Context: an optimization exercise on an open-source flow, tuned for small area. The choices shown serve that exercise and are no tape-out recipe.
No functional check of the RTL was part of this run.

==> config.mk <==
export PLATFORM = sky130hd
export DESIGN_NAME = cim_node
export DESIGN_NICKNAME = cim_node
export VERILOG_FILES = /design/flow/design.v
export SDC_FILE = /design/flow/constraint.sdc
export NUM_CORES = 4
export LEC_CHECK = 0
export ABC_AREA = 1
export CAP_MARGIN = 20
export CORE_MARGIN = 2
export CORE_UTILIZATION = 40
export PLACE_DENSITY = 0.6
export SLEW_MARGIN = 20
==> constraint.sdc <==
create_clock -name core_clock -period 10.0 [get_ports {clk}]
set_input_delay 2.0000 -clock core_clock [delete_from_list [all_inputs] [get_ports {clk}]]
set_output_delay 2.0000 -clock core_clock [all_outputs]
set_load 0.01 [all_outputs]
==> design.v <==
`timescale 1ns/1ps
`default_nettype none
module mac_engine (
    input  wire [15:0] x,
    input  wire [15:0] k,
    input  wire [15:0] acc,
    output wire [15:0] y
);
    wire one1;
    wire two2;
    wire neg3;
    wire one4;
    wire two5;
    wire neg6;
    wire one7;
    wire two8;
    wire neg9;
    wire one10;
    wire two11;
    wire neg12;
    wire one13;
    wire two14;
    wire neg15;
    wire one16;
    wire two17;
    wire neg18;
    wire one19;
    wire two20;
    wire neg21;
    wire one22;
    wire two23;
    wire neg24;
    wire pp25;
    wire pp26;
    wire pp27;
    wire pp28;
    wire pp29;
    wire pp30;
    wire pp31;
    wire pp32;
    wire pp33;
    wire pp34;
    wire pp35;
    wire pp36;
    wire pp37;
    wire pp38;
    wire pp39;
    wire pp40;
    wire pp41;
    wire pp42;
    wire pp43;
    wire pp44;
    wire pp45;
    wire pp46;
    wire pp47;
    wire pp48;
    wire pp49;
    wire pp50;
    wire pp51;
    wire pp52;
    wire pp53;
    wire pp54;
    wire pp55;
    wire pp56;
    wire pp57;
    wire pp58;
    wire pp59;
    wire pp60;
    wire pp61;
    wire pp62;
    wire pp63;
    wire pp64;
    wire pp65;
    wire pp66;
    wire pp67;
    wire pp68;
    wire pp69;
    wire pp70;
    wire pp71;
    wire pp72;
    wire pp73;
    wire pp74;
    wire pp75;
    wire pp76;
    wire pp77;
    wire pp78;
    wire pp79;
    wire pp80;
    wire pp81;
    wire pp82;
    wire pp83;
    wire pp84;
    wire pp85;
    wire pp86;
    wire pp87;
    wire pp88;
    wire pp89;
    wire pp90;
    wire pp91;
    wire pp92;
    wire pp93;
    wire pp94;
    wire pp95;
    wire pp96;
    wire pp97;
    wire pp98;
    wire pp99;
    wire pp100;
    wire pp101;
    wire pp102;
    wire pp103;
    wire pp104;
    wire pp105;
    wire pp106;
    wire pp107;
    wire pp108;
    wire pp109;
    wire pp110;
    wire pp111;
    wire pp112;
    wire pp113;
    wire pp114;
    wire pp115;
    wire pp116;
    wire pp117;
    wire pp118;
    wire pp119;
    wire pp120;
    wire pp121;
    wire pp122;
    wire pp123;
    wire pp124;
    wire pp125;
    wire pp126;
    wire pp127;
    wire pp128;
    wire pp129;
    wire pp130;
    wire pp131;
    wire pp132;
    wire pp133;
    wire pp134;
    wire pp135;
    wire pp136;
    wire pp137;
    wire pp138;
    wire pp139;
    wire pp140;
    wire pp141;
    wire pp142;
    wire pp143;
    wire pp144;
    wire pp145;
    wire pp146;
    wire pp147;
    wire pp148;
    wire pp149;
    wire pp150;
    wire pp151;
    wire s152;
    wire c153;
    wire s154;
    wire c155;
    wire s156;
    wire c157;
    wire s158;
    wire c159;
    wire s160;
    wire c161;
    wire s162;
    wire c163;
    wire s164;
    wire c165;
    wire s166;
    wire c167;
    wire s168;
    wire c169;
    wire s170;
    wire c171;
    wire s172;
    wire c173;
    wire s174;
    wire c175;
    wire s176;
    wire c177;
    wire s178;
    wire c179;
    wire s180;
    wire c181;
    wire s182;
    wire c183;
    wire s184;
    wire c185;
    wire s186;
    wire c187;
    wire s188;
    wire c189;
    wire s190;
    wire c191;
    wire s192;
    wire c193;
    wire s194;
    wire c195;
    wire s196;
    wire c197;
    wire s198;
    wire c199;
    wire s200;
    wire c201;
    wire s202;
    wire c203;
    wire s204;
    wire c205;
    wire s206;
    wire c207;
    wire s208;
    wire c209;
    wire s210;
    wire c211;
    wire s212;
    wire c213;
    wire s214;
    wire c215;
    wire s216;
    wire c217;
    wire s218;
    wire c219;
    wire s220;
    wire c221;
    wire s222;
    wire c223;
    wire s224;
    wire c225;
    wire s226;
    wire c227;
    wire s228;
    wire c229;
    wire s230;
    wire c231;
    wire s232;
    wire c233;
    wire s234;
    wire c235;
    wire s236;
    wire c237;
    wire s238;
    wire c239;
    wire s240;
    wire c241;
    wire s242;
    wire c243;
    wire s244;
    wire c245;
    wire s246;
    wire c247;
    wire s248;
    wire c249;
    wire s250;
    wire c251;
    wire s252;
    wire c253;
    wire s254;
    wire c255;
    wire s256;
    wire c257;
    wire s258;
    wire c259;
    wire s260;
    wire c261;
    wire s262;
    wire c263;
    wire s264;
    wire c265;
    wire s266;
    wire c267;
    wire s268;
    wire c269;
    wire s270;
    wire c271;
    wire s272;
    wire c273;
    wire s274;
    wire c275;
    wire s276;
    wire c277;
    wire s278;
    wire c279;
    wire s280;
    wire c281;
    wire s282;
    wire c283;
    wire s284;
    wire c285;
    wire s286;
    wire c287;
    wire s288;
    wire c289;
    wire s290;
    wire c291;
    wire s292;
    wire c293;
    wire s294;
    wire c295;
    wire s296;
    wire c297;
    wire s298;
    wire c299;
    wire s300;
    wire c301;
    wire s302;
    wire c303;
    wire s304;
    wire c305;
    wire s306;
    wire c307;
    wire s308;
    wire c309;
    wire s310;
    wire c311;
    wire s312;
    wire c313;
    wire s314;
    wire c315;
    wire s316;
    wire c317;
    wire s318;
    wire c319;
    wire s320;
    wire c321;
    wire s322;
    wire c323;
    wire s324;
    wire c325;
    wire s326;
    wire c327;
    wire s328;
    wire c329;
    wire s330;
    wire c331;
    wire s332;
    wire c333;
    wire s334;
    wire c335;
    wire s336;
    wire c337;
    wire s338;
    wire c339;
    wire s340;
    wire c341;
    wire s342;
    wire c343;
    wire s344;
    wire c345;
    wire s346;
    wire c347;
    wire s348;
    wire c349;
    wire s350;
    wire c351;
    wire s352;
    wire c353;
    wire s354;
    wire c355;
    wire s356;
    wire c357;
    wire s358;
    wire c359;
    wire s360;
    wire c361;
    wire s362;
    wire c363;
    wire s364;
    wire c365;
    wire s366;
    wire c367;
    wire s368;
    wire c369;
    wire s370;
    wire c371;
    wire s372;
    wire c373;
    wire s374;
    wire c375;
    wire s376;
    wire c377;
    wire s378;
    wire c379;
    wire s380;
    wire c381;
    wire s382;
    wire c383;
    wire s384;
    wire c385;
    wire s386;
    wire c387;
    wire [25:0] ra, rb;
    assign one1 = k[0] ^ 1'b0;
    assign two2 = (k[1] & ~k[0] & ~1'b0) | (~k[1] & k[0] & 1'b0);
    assign neg3 = k[1];
    assign one4 = k[2] ^ k[1];
    assign two5 = (k[3] & ~k[2] & ~k[1]) | (~k[3] & k[2] & k[1]);
    assign neg6 = k[3];
    assign one7 = k[4] ^ k[3];
    assign two8 = (k[5] & ~k[4] & ~k[3]) | (~k[5] & k[4] & k[3]);
    assign neg9 = k[5];
    assign one10 = k[6] ^ k[5];
    assign two11 = (k[7] & ~k[6] & ~k[5]) | (~k[7] & k[6] & k[5]);
    assign neg12 = k[7];
    assign one13 = k[8] ^ k[7];
    assign two14 = (k[9] & ~k[8] & ~k[7]) | (~k[9] & k[8] & k[7]);
    assign neg15 = k[9];
    assign one16 = k[10] ^ k[9];
    assign two17 = (k[11] & ~k[10] & ~k[9]) | (~k[11] & k[10] & k[9]);
    assign neg18 = k[11];
    assign one19 = k[12] ^ k[11];
    assign two20 = (k[13] & ~k[12] & ~k[11]) | (~k[13] & k[12] & k[11]);
    assign neg21 = k[13];
    assign one22 = k[14] ^ k[13];
    assign two23 = (k[15] & ~k[14] & ~k[13]) | (~k[15] & k[14] & k[13]);
    assign neg24 = k[15];
    assign pp25 = ((one1 & x[0]) | (two2 & 1'b0)) ^ neg3;
    assign pp26 = ((one1 & x[1]) | (two2 & x[0])) ^ neg3;
    assign pp27 = ((one1 & x[2]) | (two2 & x[1])) ^ neg3;
    assign pp28 = ((one1 & x[3]) | (two2 & x[2])) ^ neg3;
    assign pp29 = ((one1 & x[4]) | (two2 & x[3])) ^ neg3;
    assign pp30 = ((one1 & x[5]) | (two2 & x[4])) ^ neg3;
    assign pp31 = ((one1 & x[6]) | (two2 & x[5])) ^ neg3;
    assign pp32 = ((one1 & x[7]) | (two2 & x[6])) ^ neg3;
    assign pp33 = ((one1 & x[8]) | (two2 & x[7])) ^ neg3;
    assign pp34 = ((one1 & x[9]) | (two2 & x[8])) ^ neg3;
    assign pp35 = ((one1 & x[10]) | (two2 & x[9])) ^ neg3;
    assign pp36 = ((one1 & x[11]) | (two2 & x[10])) ^ neg3;
    assign pp37 = ((one1 & x[12]) | (two2 & x[11])) ^ neg3;
    assign pp38 = ((one1 & x[13]) | (two2 & x[12])) ^ neg3;
    assign pp39 = ((one1 & x[14]) | (two2 & x[13])) ^ neg3;
    assign pp40 = ((one1 & x[15]) | (two2 & x[14])) ^ neg3;
    assign pp41 = ~(((one1 & x[15]) | (two2 & x[15])) ^ neg3);
    assign pp42 = ((one4 & x[0]) | (two5 & 1'b0)) ^ neg6;
    assign pp43 = ((one4 & x[1]) | (two5 & x[0])) ^ neg6;
    assign pp44 = ((one4 & x[2]) | (two5 & x[1])) ^ neg6;
    assign pp45 = ((one4 & x[3]) | (two5 & x[2])) ^ neg6;
    assign pp46 = ((one4 & x[4]) | (two5 & x[3])) ^ neg6;
    assign pp47 = ((one4 & x[5]) | (two5 & x[4])) ^ neg6;
    assign pp48 = ((one4 & x[6]) | (two5 & x[5])) ^ neg6;
    assign pp49 = ((one4 & x[7]) | (two5 & x[6])) ^ neg6;
    assign pp50 = ((one4 & x[8]) | (two5 & x[7])) ^ neg6;
    assign pp51 = ((one4 & x[9]) | (two5 & x[8])) ^ neg6;
    assign pp52 = ((one4 & x[10]) | (two5 & x[9])) ^ neg6;
    assign pp53 = ((one4 & x[11]) | (two5 & x[10])) ^ neg6;
    assign pp54 = ((one4 & x[12]) | (two5 & x[11])) ^ neg6;
    assign pp55 = ((one4 & x[13]) | (two5 & x[12])) ^ neg6;
    assign pp56 = ((one4 & x[14]) | (two5 & x[13])) ^ neg6;
    assign pp57 = ((one4 & x[15]) | (two5 & x[14])) ^ neg6;
    assign pp58 = ~(((one4 & x[15]) | (two5 & x[15])) ^ neg6);
    assign pp59 = ((one7 & x[0]) | (two8 & 1'b0)) ^ neg9;
    assign pp60 = ((one7 & x[1]) | (two8 & x[0])) ^ neg9;
    assign pp61 = ((one7 & x[2]) | (two8 & x[1])) ^ neg9;
    assign pp62 = ((one7 & x[3]) | (two8 & x[2])) ^ neg9;
    assign pp63 = ((one7 & x[4]) | (two8 & x[3])) ^ neg9;
    assign pp64 = ((one7 & x[5]) | (two8 & x[4])) ^ neg9;
    assign pp65 = ((one7 & x[6]) | (two8 & x[5])) ^ neg9;
    assign pp66 = ((one7 & x[7]) | (two8 & x[6])) ^ neg9;
    assign pp67 = ((one7 & x[8]) | (two8 & x[7])) ^ neg9;
    assign pp68 = ((one7 & x[9]) | (two8 & x[8])) ^ neg9;
    assign pp69 = ((one7 & x[10]) | (two8 & x[9])) ^ neg9;
    assign pp70 = ((one7 & x[11]) | (two8 & x[10])) ^ neg9;
    assign pp71 = ((one7 & x[12]) | (two8 & x[11])) ^ neg9;
    assign pp72 = ((one7 & x[13]) | (two8 & x[12])) ^ neg9;
    assign pp73 = ((one7 & x[14]) | (two8 & x[13])) ^ neg9;
    assign pp74 = ((one7 & x[15]) | (two8 & x[14])) ^ neg9;
    assign pp75 = ~(((one7 & x[15]) | (two8 & x[15])) ^ neg9);
    assign pp76 = ((one10 & x[0]) | (two11 & 1'b0)) ^ neg12;
    assign pp77 = ((one10 & x[1]) | (two11 & x[0])) ^ neg12;
    assign pp78 = ((one10 & x[2]) | (two11 & x[1])) ^ neg12;
    assign pp79 = ((one10 & x[3]) | (two11 & x[2])) ^ neg12;
    assign pp80 = ((one10 & x[4]) | (two11 & x[3])) ^ neg12;
    assign pp81 = ((one10 & x[5]) | (two11 & x[4])) ^ neg12;
    assign pp82 = ((one10 & x[6]) | (two11 & x[5])) ^ neg12;
    assign pp83 = ((one10 & x[7]) | (two11 & x[6])) ^ neg12;
    assign pp84 = ((one10 & x[8]) | (two11 & x[7])) ^ neg12;
    assign pp85 = ((one10 & x[9]) | (two11 & x[8])) ^ neg12;
    assign pp86 = ((one10 & x[10]) | (two11 & x[9])) ^ neg12;
    assign pp87 = ((one10 & x[11]) | (two11 & x[10])) ^ neg12;
    assign pp88 = ((one10 & x[12]) | (two11 & x[11])) ^ neg12;
    assign pp89 = ((one10 & x[13]) | (two11 & x[12])) ^ neg12;
    assign pp90 = ((one10 & x[14]) | (two11 & x[13])) ^ neg12;
    assign pp91 = ((one10 & x[15]) | (two11 & x[14])) ^ neg12;
    assign pp92 = ~(((one10 & x[15]) | (two11 & x[15])) ^ neg12);
    assign pp93 = ((one13 & x[0]) | (two14 & 1'b0)) ^ neg15;
    assign pp94 = ((one13 & x[1]) | (two14 & x[0])) ^ neg15;
    assign pp95 = ((one13 & x[2]) | (two14 & x[1])) ^ neg15;
    assign pp96 = ((one13 & x[3]) | (two14 & x[2])) ^ neg15;
    assign pp97 = ((one13 & x[4]) | (two14 & x[3])) ^ neg15;
    assign pp98 = ((one13 & x[5]) | (two14 & x[4])) ^ neg15;
    assign pp99 = ((one13 & x[6]) | (two14 & x[5])) ^ neg15;
    assign pp100 = ((one13 & x[7]) | (two14 & x[6])) ^ neg15;
    assign pp101 = ((one13 & x[8]) | (two14 & x[7])) ^ neg15;
    assign pp102 = ((one13 & x[9]) | (two14 & x[8])) ^ neg15;
    assign pp103 = ((one13 & x[10]) | (two14 & x[9])) ^ neg15;
    assign pp104 = ((one13 & x[11]) | (two14 & x[10])) ^ neg15;
    assign pp105 = ((one13 & x[12]) | (two14 & x[11])) ^ neg15;
    assign pp106 = ((one13 & x[13]) | (two14 & x[12])) ^ neg15;
    assign pp107 = ((one13 & x[14]) | (two14 & x[13])) ^ neg15;
    assign pp108 = ((one13 & x[15]) | (two14 & x[14])) ^ neg15;
    assign pp109 = ~(((one13 & x[15]) | (two14 & x[15])) ^ neg15);
    assign pp110 = ((one16 & x[0]) | (two17 & 1'b0)) ^ neg18;
    assign pp111 = ((one16 & x[1]) | (two17 & x[0])) ^ neg18;
    assign pp112 = ((one16 & x[2]) | (two17 & x[1])) ^ neg18;
    assign pp113 = ((one16 & x[3]) | (two17 & x[2])) ^ neg18;
    assign pp114 = ((one16 & x[4]) | (two17 & x[3])) ^ neg18;
    assign pp115 = ((one16 & x[5]) | (two17 & x[4])) ^ neg18;
    assign pp116 = ((one16 & x[6]) | (two17 & x[5])) ^ neg18;
    assign pp117 = ((one16 & x[7]) | (two17 & x[6])) ^ neg18;
    assign pp118 = ((one16 & x[8]) | (two17 & x[7])) ^ neg18;
    assign pp119 = ((one16 & x[9]) | (two17 & x[8])) ^ neg18;
    assign pp120 = ((one16 & x[10]) | (two17 & x[9])) ^ neg18;
    assign pp121 = ((one16 & x[11]) | (two17 & x[10])) ^ neg18;
    assign pp122 = ((one16 & x[12]) | (two17 & x[11])) ^ neg18;
    assign pp123 = ((one16 & x[13]) | (two17 & x[12])) ^ neg18;
    assign pp124 = ((one16 & x[14]) | (two17 & x[13])) ^ neg18;
    assign pp125 = ((one16 & x[15]) | (two17 & x[14])) ^ neg18;
    assign pp126 = ((one19 & x[0]) | (two20 & 1'b0)) ^ neg21;
    assign pp127 = ((one19 & x[1]) | (two20 & x[0])) ^ neg21;
    assign pp128 = ((one19 & x[2]) | (two20 & x[1])) ^ neg21;
    assign pp129 = ((one19 & x[3]) | (two20 & x[2])) ^ neg21;
    assign pp130 = ((one19 & x[4]) | (two20 & x[3])) ^ neg21;
    assign pp131 = ((one19 & x[5]) | (two20 & x[4])) ^ neg21;
    assign pp132 = ((one19 & x[6]) | (two20 & x[5])) ^ neg21;
    assign pp133 = ((one19 & x[7]) | (two20 & x[6])) ^ neg21;
    assign pp134 = ((one19 & x[8]) | (two20 & x[7])) ^ neg21;
    assign pp135 = ((one19 & x[9]) | (two20 & x[8])) ^ neg21;
    assign pp136 = ((one19 & x[10]) | (two20 & x[9])) ^ neg21;
    assign pp137 = ((one19 & x[11]) | (two20 & x[10])) ^ neg21;
    assign pp138 = ((one19 & x[12]) | (two20 & x[11])) ^ neg21;
    assign pp139 = ((one19 & x[13]) | (two20 & x[12])) ^ neg21;
    assign pp140 = ((one22 & x[0]) | (two23 & 1'b0)) ^ neg24;
    assign pp141 = ((one22 & x[1]) | (two23 & x[0])) ^ neg24;
    assign pp142 = ((one22 & x[2]) | (two23 & x[1])) ^ neg24;
    assign pp143 = ((one22 & x[3]) | (two23 & x[2])) ^ neg24;
    assign pp144 = ((one22 & x[4]) | (two23 & x[3])) ^ neg24;
    assign pp145 = ((one22 & x[5]) | (two23 & x[4])) ^ neg24;
    assign pp146 = ((one22 & x[6]) | (two23 & x[5])) ^ neg24;
    assign pp147 = ((one22 & x[7]) | (two23 & x[6])) ^ neg24;
    assign pp148 = ((one22 & x[8]) | (two23 & x[7])) ^ neg24;
    assign pp149 = ((one22 & x[9]) | (two23 & x[8])) ^ neg24;
    assign pp150 = ((one22 & x[10]) | (two23 & x[9])) ^ neg24;
    assign pp151 = ((one22 & x[11]) | (two23 & x[10])) ^ neg24;
    assign s152 = pp39 ^ pp54;
    assign c153 = pp39 & pp54;
    assign s154 = pp40 ^ pp55;
    assign c155 = pp40 & pp55;
    assign s156 = pp41 ^ pp56 ^ pp71;
    assign c157 = (pp41 & pp56) | (pp71 & (pp41 ^ pp56));
    assign s158 = pp57 ^ pp72;
    assign c159 = pp57 & pp72;
    assign s160 = pp35 ^ pp50 ^ pp65;
    assign c161 = (pp35 & pp50) | (pp65 & (pp35 ^ pp50));
    assign s162 = pp36 ^ pp51 ^ pp66;
    assign c163 = (pp36 & pp51) | (pp66 & (pp36 ^ pp51));
    assign s164 = pp37 ^ pp52 ^ pp67;
    assign c165 = (pp37 & pp52) | (pp67 & (pp37 ^ pp52));
    assign s166 = pp82 ^ pp97 ^ pp112;
    assign c167 = (pp82 & pp97) | (pp112 & (pp82 ^ pp97));
    assign s168 = pp38 ^ pp53 ^ pp68;
    assign c169 = (pp38 & pp53) | (pp68 & (pp38 ^ pp53));
    assign s170 = pp83 ^ pp98 ^ pp113;
    assign c171 = (pp83 & pp98) | (pp113 & (pp83 ^ pp98));
    assign s172 = s152 ^ pp69 ^ pp84;
    assign c173 = (s152 & pp69) | (pp84 & (s152 ^ pp69));
    assign s174 = pp99 ^ pp114 ^ pp128;
    assign c175 = (pp99 & pp114) | (pp128 & (pp99 ^ pp114));
    assign s176 = pp140 ^ neg24;
    assign c177 = pp140 & neg24;
    assign s178 = s154 ^ pp70 ^ pp85;
    assign c179 = (s154 & pp70) | (pp85 & (s154 ^ pp70));
    assign s180 = pp100 ^ pp115 ^ pp129;
    assign c181 = (pp100 & pp115) | (pp129 & (pp100 ^ pp115));
    assign s182 = pp141 ^ acc[5] ^ c153;
    assign c183 = (pp141 & acc[5]) | (c153 & (pp141 ^ acc[5]));
    assign s184 = s156 ^ pp86 ^ pp101;
    assign c185 = (s156 & pp86) | (pp101 & (s156 ^ pp86));
    assign s186 = pp116 ^ pp130 ^ pp142;
    assign c187 = (pp116 & pp130) | (pp142 & (pp116 ^ pp130));
    assign s188 = 1'b1 ^ acc[6] ^ c155;
    assign c189 = (1'b1 & acc[6]) | (c155 & (1'b1 ^ acc[6]));
    assign s190 = s158 ^ pp87 ^ pp102;
    assign c191 = (s158 & pp87) | (pp102 & (s158 ^ pp87));
    assign s192 = pp117 ^ pp131 ^ pp143;
    assign c193 = (pp117 & pp131) | (pp143 & (pp117 ^ pp131));
    assign s194 = 1'b1 ^ acc[7] ^ c157;
    assign c195 = (1'b1 & acc[7]) | (c157 & (1'b1 ^ acc[7]));
    assign s196 = pp58 ^ pp73 ^ pp88;
    assign c197 = (pp58 & pp73) | (pp88 & (pp58 ^ pp73));
    assign s198 = pp103 ^ pp118 ^ pp132;
    assign c199 = (pp103 & pp118) | (pp132 & (pp103 ^ pp118));
    assign s200 = pp144 ^ acc[8] ^ c159;
    assign c201 = (pp144 & acc[8]) | (c159 & (pp144 ^ acc[8]));
    assign s202 = pp74 ^ pp89 ^ pp104;
    assign c203 = (pp74 & pp89) | (pp104 & (pp74 ^ pp89));
    assign s204 = pp119 ^ pp133 ^ pp145;
    assign c205 = (pp119 & pp133) | (pp145 & (pp119 ^ pp133));
    assign s206 = 1'b1 ^ acc[9];
    assign c207 = 1'b1 & acc[9];
    assign s208 = pp75 ^ pp90 ^ pp105;
    assign c209 = (pp75 & pp90) | (pp105 & (pp75 ^ pp90));
    assign s210 = pp120 ^ pp134 ^ pp146;
    assign c211 = (pp120 & pp134) | (pp146 & (pp120 ^ pp134));
    assign s212 = pp91 ^ pp106 ^ pp121;
    assign c213 = (pp91 & pp106) | (pp121 & (pp91 ^ pp106));
    assign s214 = pp135 ^ pp147;
    assign c215 = pp135 & pp147;
    assign s216 = pp92 ^ pp107 ^ pp122;
    assign c217 = (pp92 & pp107) | (pp122 & (pp92 ^ pp107));
    assign s218 = pp108 ^ pp123;
    assign c219 = pp108 & pp123;
    assign s220 = pp31 ^ pp46;
    assign c221 = pp31 & pp46;
    assign s222 = pp32 ^ pp47;
    assign c223 = pp32 & pp47;
    assign s224 = pp33 ^ pp48 ^ pp63;
    assign c225 = (pp33 & pp48) | (pp63 & (pp33 ^ pp48));
    assign s226 = pp78 ^ pp93;
    assign c227 = pp78 & pp93;
    assign s228 = pp34 ^ pp49 ^ pp64;
    assign c229 = (pp34 & pp49) | (pp64 & (pp34 ^ pp49));
    assign s230 = pp79 ^ pp94;
    assign c231 = pp79 & pp94;
    assign s232 = s160 ^ pp80 ^ pp95;
    assign c233 = (s160 & pp80) | (pp95 & (s160 ^ pp80));
    assign s234 = pp110 ^ neg18 ^ acc[0];
    assign c235 = (pp110 & neg18) | (acc[0] & (pp110 ^ neg18));
    assign s236 = s162 ^ pp81 ^ pp96;
    assign c237 = (s162 & pp81) | (pp96 & (s162 ^ pp81));
    assign s238 = pp111 ^ acc[1] ^ c161;
    assign c239 = (pp111 & acc[1]) | (c161 & (pp111 ^ acc[1]));
    assign s240 = s164 ^ s166 ^ pp126;
    assign c241 = (s164 & s166) | (pp126 & (s164 ^ s166));
    assign s242 = neg21 ^ acc[2] ^ c163;
    assign c243 = (neg21 & acc[2]) | (c163 & (neg21 ^ acc[2]));
    assign s244 = s168 ^ s170 ^ pp127;
    assign c245 = (s168 & s170) | (pp127 & (s168 ^ s170));
    assign s246 = acc[3] ^ c165 ^ c167;
    assign c247 = (acc[3] & c165) | (c167 & (acc[3] ^ c165));
    assign s248 = s172 ^ s174 ^ s176;
    assign c249 = (s172 & s174) | (s176 & (s172 ^ s174));
    assign s250 = acc[4] ^ c169 ^ c171;
    assign c251 = (acc[4] & c169) | (c171 & (acc[4] ^ c169));
    assign s252 = s178 ^ s180 ^ s182;
    assign c253 = (s178 & s180) | (s182 & (s178 ^ s180));
    assign s254 = c173 ^ c175 ^ c177;
    assign c255 = (c173 & c175) | (c177 & (c173 ^ c175));
    assign s256 = s184 ^ s186 ^ s188;
    assign c257 = (s184 & s186) | (s188 & (s184 ^ s186));
    assign s258 = c179 ^ c181 ^ c183;
    assign c259 = (c179 & c181) | (c183 & (c179 ^ c181));
    assign s260 = s190 ^ s192 ^ s194;
    assign c261 = (s190 & s192) | (s194 & (s190 ^ s192));
    assign s262 = c185 ^ c187 ^ c189;
    assign c263 = (c185 & c187) | (c189 & (c185 ^ c187));
    assign s264 = s196 ^ s198 ^ s200;
    assign c265 = (s196 & s198) | (s200 & (s196 ^ s198));
    assign s266 = c191 ^ c193 ^ c195;
    assign c267 = (c191 & c193) | (c195 & (c191 ^ c193));
    assign s268 = s202 ^ s204 ^ s206;
    assign c269 = (s202 & s204) | (s206 & (s202 ^ s204));
    assign s270 = c197 ^ c199 ^ c201;
    assign c271 = (c197 & c199) | (c201 & (c197 ^ c199));
    assign s272 = s208 ^ s210 ^ acc[10];
    assign c273 = (s208 & s210) | (acc[10] & (s208 ^ s210));
    assign s274 = c203 ^ c205 ^ c207;
    assign c275 = (c203 & c205) | (c207 & (c203 ^ c205));
    assign s276 = s212 ^ s214 ^ 1'b1;
    assign c277 = (s212 & s214) | (1'b1 & (s212 ^ s214));
    assign s278 = acc[11] ^ c209 ^ c211;
    assign c279 = (acc[11] & c209) | (c211 & (acc[11] ^ c209));
    assign s280 = s216 ^ pp136 ^ pp148;
    assign c281 = (s216 & pp136) | (pp148 & (s216 ^ pp136));
    assign s282 = acc[12] ^ c213 ^ c215;
    assign c283 = (acc[12] & c213) | (c215 & (acc[12] ^ c213));
    assign s284 = s218 ^ pp137 ^ pp149;
    assign c285 = (s218 & pp137) | (pp149 & (s218 ^ pp137));
    assign s286 = 1'b1 ^ acc[13] ^ c217;
    assign c287 = (1'b1 & acc[13]) | (c217 & (1'b1 ^ acc[13]));
    assign s288 = pp109 ^ pp124 ^ pp138;
    assign c289 = (pp109 & pp124) | (pp138 & (pp109 ^ pp124));
    assign s290 = pp150 ^ acc[14] ^ c219;
    assign c291 = (pp150 & acc[14]) | (c219 & (pp150 ^ acc[14]));
    assign s292 = pp125 ^ pp139 ^ pp151;
    assign c293 = (pp125 & pp139) | (pp151 & (pp125 ^ pp139));
    assign s294 = 1'b1 ^ acc[15];
    assign c295 = 1'b1 & acc[15];
    assign s296 = pp29 ^ pp44;
    assign c297 = pp29 & pp44;
    assign s298 = pp30 ^ pp45;
    assign c299 = pp30 & pp45;
    assign s300 = s220 ^ pp61 ^ pp76;
    assign c301 = (s220 & pp61) | (pp76 & (s220 ^ pp61));
    assign s302 = s222 ^ pp62 ^ pp77;
    assign c303 = (s222 & pp62) | (pp77 & (s222 ^ pp62));
    assign s304 = s224 ^ s226 ^ neg15;
    assign c305 = (s224 & s226) | (neg15 & (s224 ^ s226));
    assign s306 = s228 ^ s230 ^ c225;
    assign c307 = (s228 & s230) | (c225 & (s228 ^ s230));
    assign s308 = s232 ^ s234 ^ c229;
    assign c309 = (s232 & s234) | (c229 & (s232 ^ s234));
    assign s310 = s236 ^ s238 ^ c233;
    assign c311 = (s236 & s238) | (c233 & (s236 ^ s238));
    assign s312 = s240 ^ s242 ^ c237;
    assign c313 = (s240 & s242) | (c237 & (s240 ^ s242));
    assign s314 = s244 ^ s246 ^ c241;
    assign c315 = (s244 & s246) | (c241 & (s244 ^ s246));
    assign s316 = s248 ^ s250 ^ c245;
    assign c317 = (s248 & s250) | (c245 & (s248 ^ s250));
    assign s318 = s252 ^ s254 ^ c249;
    assign c319 = (s252 & s254) | (c249 & (s252 ^ s254));
    assign s320 = s256 ^ s258 ^ c253;
    assign c321 = (s256 & s258) | (c253 & (s256 ^ s258));
    assign s322 = s260 ^ s262 ^ c257;
    assign c323 = (s260 & s262) | (c257 & (s260 ^ s262));
    assign s324 = s264 ^ s266 ^ c261;
    assign c325 = (s264 & s266) | (c261 & (s264 ^ s266));
    assign s326 = s268 ^ s270 ^ c265;
    assign c327 = (s268 & s270) | (c265 & (s268 ^ s270));
    assign s328 = s272 ^ s274 ^ c269;
    assign c329 = (s272 & s274) | (c269 & (s272 ^ s274));
    assign s330 = s276 ^ s278 ^ c273;
    assign c331 = (s276 & s278) | (c273 & (s276 ^ s278));
    assign s332 = s280 ^ s282 ^ c277;
    assign c333 = (s280 & s282) | (c277 & (s280 ^ s282));
    assign s334 = s284 ^ s286 ^ c281;
    assign c335 = (s284 & s286) | (c281 & (s284 ^ s286));
    assign s336 = s288 ^ s290 ^ c285;
    assign c337 = (s288 & s290) | (c285 & (s288 ^ s290));
    assign s338 = s292 ^ s294 ^ c289;
    assign c339 = (s292 & s294) | (c289 & (s292 ^ s294));
    assign s340 = pp27 ^ pp42;
    assign c341 = pp27 & pp42;
    assign s342 = pp28 ^ pp43;
    assign c343 = pp28 & pp43;
    assign s344 = s296 ^ pp59 ^ neg9;
    assign c345 = (s296 & pp59) | (neg9 & (s296 ^ pp59));
    assign s346 = s298 ^ pp60 ^ c297;
    assign c347 = (s298 & pp60) | (c297 & (s298 ^ pp60));
    assign s348 = s300 ^ neg12 ^ c299;
    assign c349 = (s300 & neg12) | (c299 & (s300 ^ neg12));
    assign s350 = s302 ^ c221 ^ c301;
    assign c351 = (s302 & c221) | (c301 & (s302 ^ c221));
    assign s352 = s304 ^ c223 ^ c303;
    assign c353 = (s304 & c223) | (c303 & (s304 ^ c223));
    assign s354 = s306 ^ c227 ^ c305;
    assign c355 = (s306 & c227) | (c305 & (s306 ^ c227));
    assign s356 = s308 ^ c231 ^ c307;
    assign c357 = (s308 & c231) | (c307 & (s308 ^ c231));
    assign s358 = s310 ^ c235 ^ c309;
    assign c359 = (s310 & c235) | (c309 & (s310 ^ c235));
    assign s360 = s312 ^ c239 ^ c311;
    assign c361 = (s312 & c239) | (c311 & (s312 ^ c239));
    assign s362 = s314 ^ c243 ^ c313;
    assign c363 = (s314 & c243) | (c313 & (s314 ^ c243));
    assign s364 = s316 ^ c247 ^ c315;
    assign c365 = (s316 & c247) | (c315 & (s316 ^ c247));
    assign s366 = s318 ^ c251 ^ c317;
    assign c367 = (s318 & c251) | (c317 & (s318 ^ c251));
    assign s368 = s320 ^ c255 ^ c319;
    assign c369 = (s320 & c255) | (c319 & (s320 ^ c255));
    assign s370 = s322 ^ c259 ^ c321;
    assign c371 = (s322 & c259) | (c321 & (s322 ^ c259));
    assign s372 = s324 ^ c263 ^ c323;
    assign c373 = (s324 & c263) | (c323 & (s324 ^ c263));
    assign s374 = s326 ^ c267 ^ c325;
    assign c375 = (s326 & c267) | (c325 & (s326 ^ c267));
    assign s376 = s328 ^ c271 ^ c327;
    assign c377 = (s328 & c271) | (c327 & (s328 ^ c271));
    assign s378 = s330 ^ c275 ^ c329;
    assign c379 = (s330 & c275) | (c329 & (s330 ^ c275));
    assign s380 = s332 ^ c279 ^ c331;
    assign c381 = (s332 & c279) | (c331 & (s332 ^ c279));
    assign s382 = s334 ^ c283 ^ c333;
    assign c383 = (s334 & c283) | (c333 & (s334 ^ c283));
    assign s384 = s336 ^ c287 ^ c335;
    assign c385 = (s336 & c287) | (c335 & (s336 ^ c287));
    assign s386 = s338 ^ c291 ^ c337;
    assign c387 = (s338 & c291) | (c337 & (s338 ^ c291));
    assign ra = {s386, s384, s382, s380, s378, s376, s374, s372, s370, s368, s366, s364, s362, s360, s358, s356, s354, s352, s350, s348, s346, s344, s342, s340, pp26, pp25};
    assign rb = {c385, c383, c381, c379, c377, c375, c373, c371, c369, c367, c365, c363, c361, c359, c357, c355, c353, c351, c349, c347, c345, c343, c341, neg6, 1'b0, neg3};
    wire [10:0] lc;
    assign lc[0] = 1'b0;
    genvar gi;
    for (gi = 0; gi < 10; gi = gi + 1) begin : g_lc
        assign lc[gi+1] = (ra[gi] & rb[gi]) | (lc[gi] & (ra[gi] | rb[gi]));
    end
    wire [8:0] b0c;
    wire [7:0] b0s;
    assign b0c[0] = lc[10];
    assign b0s[0] = ra[10] ^ rb[10] ^ b0c[0];
    assign b0c[1] = (ra[10] & rb[10]) | (b0c[0] & (ra[10] ^ rb[10]));
    assign b0s[1] = ra[11] ^ rb[11] ^ b0c[1];
    assign b0c[2] = (ra[11] & rb[11]) | (b0c[1] & (ra[11] ^ rb[11]));
    assign b0s[2] = ra[12] ^ rb[12] ^ b0c[2];
    assign b0c[3] = (ra[12] & rb[12]) | (b0c[2] & (ra[12] ^ rb[12]));
    assign b0s[3] = ra[13] ^ rb[13] ^ b0c[3];
    assign b0c[4] = (ra[13] & rb[13]) | (b0c[3] & (ra[13] ^ rb[13]));
    assign b0s[4] = ra[14] ^ rb[14] ^ b0c[4];
    assign b0c[5] = (ra[14] & rb[14]) | (b0c[4] & (ra[14] ^ rb[14]));
    assign b0s[5] = ra[15] ^ rb[15] ^ b0c[5];
    assign b0c[6] = (ra[15] & rb[15]) | (b0c[5] & (ra[15] ^ rb[15]));
    assign b0s[6] = ra[16] ^ rb[16] ^ b0c[6];
    assign b0c[7] = (ra[16] & rb[16]) | (b0c[6] & (ra[16] ^ rb[16]));
    assign b0s[7] = ra[17] ^ rb[17] ^ b0c[7];
    assign b0c[8] = (ra[17] & rb[17]) | (b0c[7] & (ra[17] | rb[17]));
    wire [8:0] b1c0;
    wire [7:0] b1s0;
    assign b1c0[0] = 1'b0;
    assign b1s0[0] = ra[18] ^ rb[18] ^ b1c0[0];
    assign b1c0[1] = (ra[18] & rb[18]) | (b1c0[0] & (ra[18] | rb[18]));
    assign b1s0[1] = ra[19] ^ rb[19] ^ b1c0[1];
    assign b1c0[2] = (ra[19] & rb[19]) | (b1c0[1] & (ra[19] | rb[19]));
    assign b1s0[2] = ra[20] ^ rb[20] ^ b1c0[2];
    assign b1c0[3] = (ra[20] & rb[20]) | (b1c0[2] & (ra[20] | rb[20]));
    assign b1s0[3] = ra[21] ^ rb[21] ^ b1c0[3];
    assign b1c0[4] = (ra[21] & rb[21]) | (b1c0[3] & (ra[21] | rb[21]));
    assign b1s0[4] = ra[22] ^ rb[22] ^ b1c0[4];
    assign b1c0[5] = (ra[22] & rb[22]) | (b1c0[4] & (ra[22] | rb[22]));
    assign b1s0[5] = ra[23] ^ rb[23] ^ b1c0[5];
    assign b1c0[6] = (ra[23] & rb[23]) | (b1c0[5] & (ra[23] | rb[23]));
    assign b1s0[6] = ra[24] ^ rb[24] ^ b1c0[6];
    assign b1c0[7] = (ra[24] & rb[24]) | (b1c0[6] & (ra[24] | rb[24]));
    assign b1s0[7] = ra[25] ^ rb[25] ^ b1c0[7];
    assign b1c0[8] = (ra[25] & rb[25]) | (b1c0[7] & (ra[25] | rb[25]));
    wire [8:0] b1c1;
    wire [7:0] b1s1;
    assign b1c1[0] = 1'b1;
    assign b1s1[0] = ra[18] ^ rb[18] ^ b1c1[0];
    assign b1c1[1] = (ra[18] & rb[18]) | (b1c1[0] & (ra[18] | rb[18]));
    assign b1s1[1] = ra[19] ^ rb[19] ^ b1c1[1];
    assign b1c1[2] = (ra[19] & rb[19]) | (b1c1[1] & (ra[19] | rb[19]));
    assign b1s1[2] = ra[20] ^ rb[20] ^ b1c1[2];
    assign b1c1[3] = (ra[20] & rb[20]) | (b1c1[2] & (ra[20] | rb[20]));
    assign b1s1[3] = ra[21] ^ rb[21] ^ b1c1[3];
    assign b1c1[4] = (ra[21] & rb[21]) | (b1c1[3] & (ra[21] | rb[21]));
    assign b1s1[4] = ra[22] ^ rb[22] ^ b1c1[4];
    assign b1c1[5] = (ra[22] & rb[22]) | (b1c1[4] & (ra[22] | rb[22]));
    assign b1s1[5] = ra[23] ^ rb[23] ^ b1c1[5];
    assign b1c1[6] = (ra[23] & rb[23]) | (b1c1[5] & (ra[23] | rb[23]));
    assign b1s1[6] = ra[24] ^ rb[24] ^ b1c1[6];
    assign b1c1[7] = (ra[24] & rb[24]) | (b1c1[6] & (ra[24] | rb[24]));
    assign b1s1[7] = ra[25] ^ rb[25] ^ b1c1[7];
    assign b1c1[8] = (ra[25] & rb[25]) | (b1c1[7] & (ra[25] | rb[25]));
    wire [7:0] b1s;
    assign b1s = b0c[8] ? b1s1 : b1s0;
    assign y = {b1s, b0s};
endmodule
`default_nettype wire
`timescale 1ns/1ps
`default_nettype none
module cim_node #(
    parameter logic [1:0] NODE_ID = 2'd0
) (
    input  logic clk,
    input  logic rst_n,
    input  logic [3:0] bus_op,
    input  logic [47:0] bus_data,
    input  logic [1:0] bus_target_or_sender,
    output logic [3:0] bus_out_op,
    output logic [47:0] bus_out_data,
    output logic [1:0] bus_out_target_or_sender,
    output logic bus_drive,
    output logic is_ready
);
    logic to_me;
    logic op_load_start;
    logic op_load;
    logic op_send;
    logic op_par_start;
    logic op_par;
    assign to_me = (bus_target_or_sender == NODE_ID);
    assign op_load_start = (bus_op == 4'd1);
    assign op_load = (bus_op == 4'd2);
    assign op_send = (bus_op == 4'd3) & to_me;
    assign op_par_start = (bus_op == 4'd5);
    assign op_par = (bus_op == 4'd6) & to_me;
    assign bus_out_target_or_sender = NODE_ID;
    logic [5:0] par_ptr;
    logic [1:0] par_lane;
    logic [15:0] lane_data;
    logic [15:0] kern [8];
    logic [15:0] bias;
    always_comb begin
        case (par_lane)
            2'd1: lane_data = bus_data[31:16];
            2'd2: lane_data = bus_data[47:32];
            default: lane_data = bus_data[15:0];
        endcase
    end
    always_ff @(posedge clk) begin
        if (op_par_start) begin
            par_ptr <= bus_data[5:0];
            par_lane <= 2'd0;
        end else if (op_par) begin
            par_ptr <= par_ptr + 6'd1;
            par_lane <= (par_lane == 2'd2) ? 2'd0 : par_lane + 2'd1;
        end
    end
    always_ff @(posedge clk) begin
        for (int j = 0; j < 8; j++) begin
            if (op_par && par_ptr == 6'(j)) kern[j] <= lane_data;
        end
        if (op_par && par_ptr == 6'd8) bias <= lane_data;
    end
    logic [4:0] wcnt;
    logic [7:0] ksel;
    logic [15:0] k_cur;
    logic [15:0] acc;
    logic [15:0] acc_base;
    logic [15:0] acc_next;
    logic [15:0] x_in;
    always_ff @(posedge clk) begin
        if (op_load_start) begin
            wcnt <= '0;
        end else if (op_load) begin
            wcnt <= wcnt + 5'd1;
        end
    end
    always_comb begin
        for (int j = 0; j < 8; j++) ksel[j] = (wcnt[2:0] == 3'(j));
        k_cur = '0;
        for (int j = 0; j < 8; j++) k_cur = k_cur | (kern[j] & {16{ksel[j]}});
    end
    assign acc_base = (op_load & ksel[0]) ? bias : acc;
    assign x_in = bus_data[15:0] & {16{op_load}};
    mac_engine u_mac (
        .x(x_in),
        .k(k_cur),
        .acc(acc_base),
        .y(acc_next)
    );
    always_ff @(posedge clk) begin
        acc <= acc_next;
    end
    logic [1:0] phase;
    logic [15:0] ring [4];
    logic ins_pend;
    logic ins;
    logic ready;
    assign ins = ins_pend & (phase == wcnt[4:3]);
    always_ff @(posedge clk) begin
        ring[0] <= ring[1];
        ring[1] <= ring[2];
        ring[2] <= ring[3];
        ring[3] <= ins ? acc : ring[0];
    end
    always_ff @(posedge clk) begin
        if (!rst_n) begin
            phase <= 2'd0;
            ins_pend <= 1'b0;
            ready <= 1'b0;
        end else begin
            phase <= phase + 2'd1;
            if (op_load && wcnt[2:0] == 3'd7) begin
                ins_pend <= 1'b1;
            end else if (ins) begin
                ins_pend <= 1'b0;
            end
            if (op_load_start) begin
                ready <= 1'b0;
            end else if (ins && wcnt[4:3] == 2'd0) begin
                ready <= 1'b1;
            end
        end
    end
    assign is_ready = ready;
    logic send_pend;
    logic [1:0] send_phase;
    logic lane1_on;
    logic lane0_on;
    logic send_fire;
    assign send_fire = send_pend & (phase == send_phase);
    always_ff @(posedge clk) begin
        if (op_send) begin
            send_phase <= bus_data[1:0] + bus_data[17:16] + 2'd1;
            lane1_on <= bus_data[17];
            lane0_on <= bus_data[17] & bus_data[16];
        end
    end
    always_ff @(posedge clk) begin
        if (!rst_n) begin
            send_pend <= 1'b0;
            bus_drive <= 1'b0;
        end else begin
            bus_drive <= send_fire;
            if (op_send) begin
                send_pend <= 1'b1;
            end else if (send_fire) begin
                send_pend <= 1'b0;
            end
        end
    end
    assign bus_out_op = {1'b0, bus_drive, 2'b00};
    assign bus_out_data = {ring[2], ring[1] & {16{lane1_on}}, ring[0] & {16{lane0_on}}};
endmodule
`default_nettype wire
==> run.sh <==
#!/bin/bash
# synth_recipe.tcl (not shown) runs the flow's synth.tcl, then flattens the netlist and writes it again
# the make line also repeats each setting of config.mk as NAME=value (left out here)
make -C /OpenROAD-flow-scripts/flow DESIGN_CONFIG=/design/flow/config.mk WORK_HOME=/design/flow/orfs CLKGATE_MAP_FILE= SYNTH_SCRIPT=/design/flow/synth_recipe.tcl finish
==> run summary <==
Run status
The run finished, with violations left. A clean result was blocked by negative setup slack.

Global routing
The first global-routing pass estimated 65.38 mm of wire. The pin count of the biggest net entering global routing is 33. The number of antenna violations at the first check in global routing is 0. For this run, the total global-route usage over all layers was measured as 0.2204. The via count of the first global-routing pass is 11420. Summed over all layers, the global routing overflow is 0.

Yosys
The mapped netlist covers ~15000 µm². The share of flip-flops with an asynchronous set or reset after synthesis is 0. The synthesized netlist contains between 50 and 60 unique library cells. The flip-flop cell with the highest count after synthesis is sky130_fd_sc_hd__edfxtp_1.

The number of synthesized register bits is roughly 250. The Yosys step of the flow raised 3 warnings. The per-instance average area after synthesis is between 9 and 10 µm². The fraction of the yosys area taken by sequential cells is 0.4271. The number of flops mapped to enable cells by yosys is about 150. Synthesis produced a netlist whose cell count is about 1500.

Critical path
The kind of start point of the critical path is an input port. Tracing the worst setup path back leads to its startpoint at bus_op[1]. For this run, the slowest stage of the critical path takes 0.56 ns. STA puts the critical path data arrival time at between 10 and 15 ns.

For the worst setup path, the data required time is 10.44 ns. The cell type with the highest occurrence count on the critical path is sky130_fd_sc_hd__fa_2. By startpoint and endpoint, the worst setup path is classified as in2reg.

STA classifies the critical path endpoint as a flip-flop. The maximum net fanout on the critical path is 5. The startpoint of the most critical register-to-register path is wcnt[1]. For this design, the slowest cell found on the critical path is sky130_fd_sc_hd__fa_1.

Drt
The total wirelength of the detailed-routed design is ~43 mm. The total number of vias is about 11000. The total iterations of the first detailed-routing run is 5. The remaining routing DRC violations is 0. Using the TritonRoute via totals, the vias-per-cell ratio works out to approximately 5.

The remaining number of nets flagged by the antenna check after routing is 0. In the final routed layout, each cell accounts on average for roughly 19 µm. The number of design-rule violations left by the first detailed-router iteration is between 800 and 900.

Timing
The setup slack after layout is -0.2050 ns. The number of max-slew violations in the final report is 0. The number of setup violations in the final report is 1. After layout, the minimum clock period comes to around 10 ns. Hold timing on the final database bottoms out at a slack of 0.3227 ns.

Based on the critical path, the design can be clocked at up to ~98 MHz. The final clock skew is 0.01701 ns. Setup repair after global routing could not meet its margin everywhere. The post-route fraction of the period consumed by the critical path is 1.020.

Headroom to the max-slew limit came out at 0.2436. The number of hold-slack violations in the final timing report is 0. The worst-margin pin slew is 1.129 ns.

Final layout
The most frequent standard cell in the layout excluding fill and tap cells is sky130_fd_sc_hd__nand2_1. The filler cells instantiated in the layout total ~3500. From synthesis to final layout, the design area changed by 22.76%. The number of nets in the finished design is around 1900. Of the cells placed in the final design, the portion with a size suffix greater than 1 is 0.1837. The number of antenna diodes in the final layout is 0. The library cells used most frequently in the layout, excluding fill and tap cells, are sky130_fd_sc_hd__nand2_1 (293), sky130_fd_sc_hd__inv_1 (215), sky130_fd_sc_hd__edfxtp_1 (154).

Die
The die is between 150 and 200 µm tall. For this configuration, the core starts out at a cell density of 0.4051. The floorplan die width is slightly below 200 µm. The row count is around 70.

Pin placement for this block handled about 110 I/O pins. The die footprint is about 40000 µm². After floorplanning, the core was sized to cover 37490 µm².

Min path
The path category of the worst min-delay check is reg2reg. The startpoint identified for the worst hold timing path is ring[3][10].

Flow run
The number of max-cap violations is 0.

Clock network
The TritonCTS clock tree is yes. For this design, the sink count on the clock tree is roughly 250. In this run, post-CTS hold repair placed 0 buffers. The number of buffers between clock root and the deepest sink is 3.

The clock edge transition at the registers on the reported setup and hold paths is about 0.060 ns. Clock tree synthesis selected as its root buffer the cell sky130_fd_sc_hd__clkbuf_16. The number of H-tree levels is 1. The clock insertion delay at the later pin of the skew report is between 0.5 and 0.6 ns. Buffers inserted during clock tree synthesis total 25.

Placement
The count of buffers added on input and output ports is 106. The congestion estimate from routability-driven global placement came to a little over 0.9. The HPWL after detailed placement is 33.32 mm.
final cells by class:
cell class                 instances  area (µm²)  area share
multi-input combinational        979        7589      0.4070
sequential                       247        6486      0.3479
tap                              511       639.4     0.03429
clock buffer                      36       686.9     0.03684
inverter                         237       892.1     0.04785
clock inverter                     9       110.1    0.005905
timing repair buffer             256        2242      0.1203
metrics by stage:
step,instance area [µm²],setup slack (ns),util,setup TNS [ns],cells
floorplan,15310,-0.4466,-,-0.5715,1539
global placement,17670,-1.149,0.4714,-2.416,2224
detailed placement,17690,-1.176,0.4719,-2.634,2224
CTS,18550,-0.3303,0.4948,-0.3303,2273
global route,18650,-0.5461,0.4974,-0.6702,2275
finish,18650,-0.2050,0.4974,-0.2050,2275
repair_timing:
item	CTS	global route
buffers inserted	3	2
resized for setup	13	36
cloned	1	0
pin swaps	8	9
setup endpoints to repair	2	2
cells in the mapped netlist (3+ instances only):
cell	n	area [µm²]
sky130_fd_sc_hd__a21oi_1	20	100.1
sky130_fd_sc_hd__xor2_1	110	963.4
sky130_fd_sc_hd__nand2_4	4	45.04
sky130_fd_sc_hd__inv_1	228	855.8
sky130_fd_sc_hd__fa_1	107	2142
sky130_fd_sc_hd__o21ai_1	3	15.01
sky130_fd_sc_hd__nand3_1	37	185.2
sky130_fd_sc_hd__nor2_2	4	25.02
sky130_fd_sc_hd__o211ai_1	4	30.03
sky130_fd_sc_hd__nand2_2	18	112.6
sky130_fd_sc_hd__o22ai_2	24	300.3
sky130_fd_sc_hd__clkbuf_1	29	108.9
sky130_fd_sc_hd__inv_2	8	30.03
sky130_fd_sc_hd__a31oi_1	17	106.4
sky130_fd_sc_hd__xnor2_1	13	113.9
sky130_fd_sc_hd__nor3_1	7	35.03
sky130_fd_sc_hd__o22ai_1	87	544.3
sky130_fd_sc_hd__and3_1	3	18.77
sky130_fd_sc_hd__nand3b_1	5	37.54
sky130_fd_sc_hd__edfxtp_1	154	4624
sky130_fd_sc_hd__buf_2	16	80.08
sky130_fd_sc_hd__nand3_2	5	50.05
sky130_fd_sc_hd__dfxtp_1	93	1862
sky130_fd_sc_hd__buf_1	7	26.28
sky130_fd_sc_hd__buf_4	12	90.09
sky130_fd_sc_hd__nand4_1	10	62.56
sky130_fd_sc_hd__ha_1	35	437.9
sky130_fd_sc_hd__a22o_1	9	78.83
sky130_fd_sc_hd__buf_6	12	135.1
sky130_fd_sc_hd__nor2_1	93	349.1
sky130_fd_sc_hd__mux2_2	5	56.30
sky130_fd_sc_hd__nand2_1	293	1100
sky130_fd_sc_hd__o21ai_0	37	185.2
state kept, by name (all words and copies together), names as in the netlist, 2 cells and up:
register	cells
send_phase	2
phase	2
par_lane	2
acc	16
wcnt	5
bias	16
ring	64
par_ptr	6
kern	128
cells by family (layout without fill, tap and decap cells):
kind of cell / Yosys count / in the layout / synth area share
multiplexers: 5 / 5 / 0.003707
AND/OR/NAND/NOR: 491 / 491 / 0.1418
buffers and inverters: 313 / 538 / 0.08773
AO/OA/AOI/OAI: 212 / 212 / 0.09762
adder cells (fa/ha/maj): 142 / 142 / 0.1699
XOR/XNOR: 124 / 124 / 0.07200
flip-flops: 247 / 247 / 0.4271
other: 1 / 5 / 0.0002469
critical path, delay by kind of cell:
family | cells | cell delay (ns)
fa+ha+maj | 18 | 6.69
simple gates | 11 | 0.89
buf+inv | 9 | 0.77
compound gates | 3 | 0.30
final timing paths:
path,slack [ns],depth (start not counted),end
worst max-delay path,-0.20,41,acc[15]
worst min-delay path,0.32,0,ring[2][10]
worst max register to register,-0.06,45,acc[15]
worst min register to register,0.32,0,ring[2][10]
routing by layer:
metal / wire (µm) / track usage / vias up
li1: - / - / 5401
met1: 18590 / 0.2931 / 5488
met2: 20650 / 0.3789 / 370
met3: 2288 / 0.02526 / 62
met4: 1233 / 0.06523 / 0
met5: 0 / 0 / -

## afterwards: timing with drivers on the ports
The flow's constraints put no driver on any port. The routed layout listed below was extracted and timed again, unchanged, in two steps. Step 1 assumes that a clkbuf_16 drives the clock port and a buf_2 every other input. Step 2 times the ports against the registers' clock, not the clock port: input delays grow and output delays shrink by t, the midpoint of the rising clock arrivals with the driver on. Three values: ideal ports, drivers, drivers and shift; two values: the first two.
t (ns): 0.589
setup slack, ns: -0.205 / -0.183 / -0.772
latest minus earliest clock arrival (ns): 0.018 / 0.018
slew at the worst register clock pin (ns): 0.06 / 0.06
The setup slack of this run moves by +0.022 ns with the drivers and by -0.567 ns with both steps.
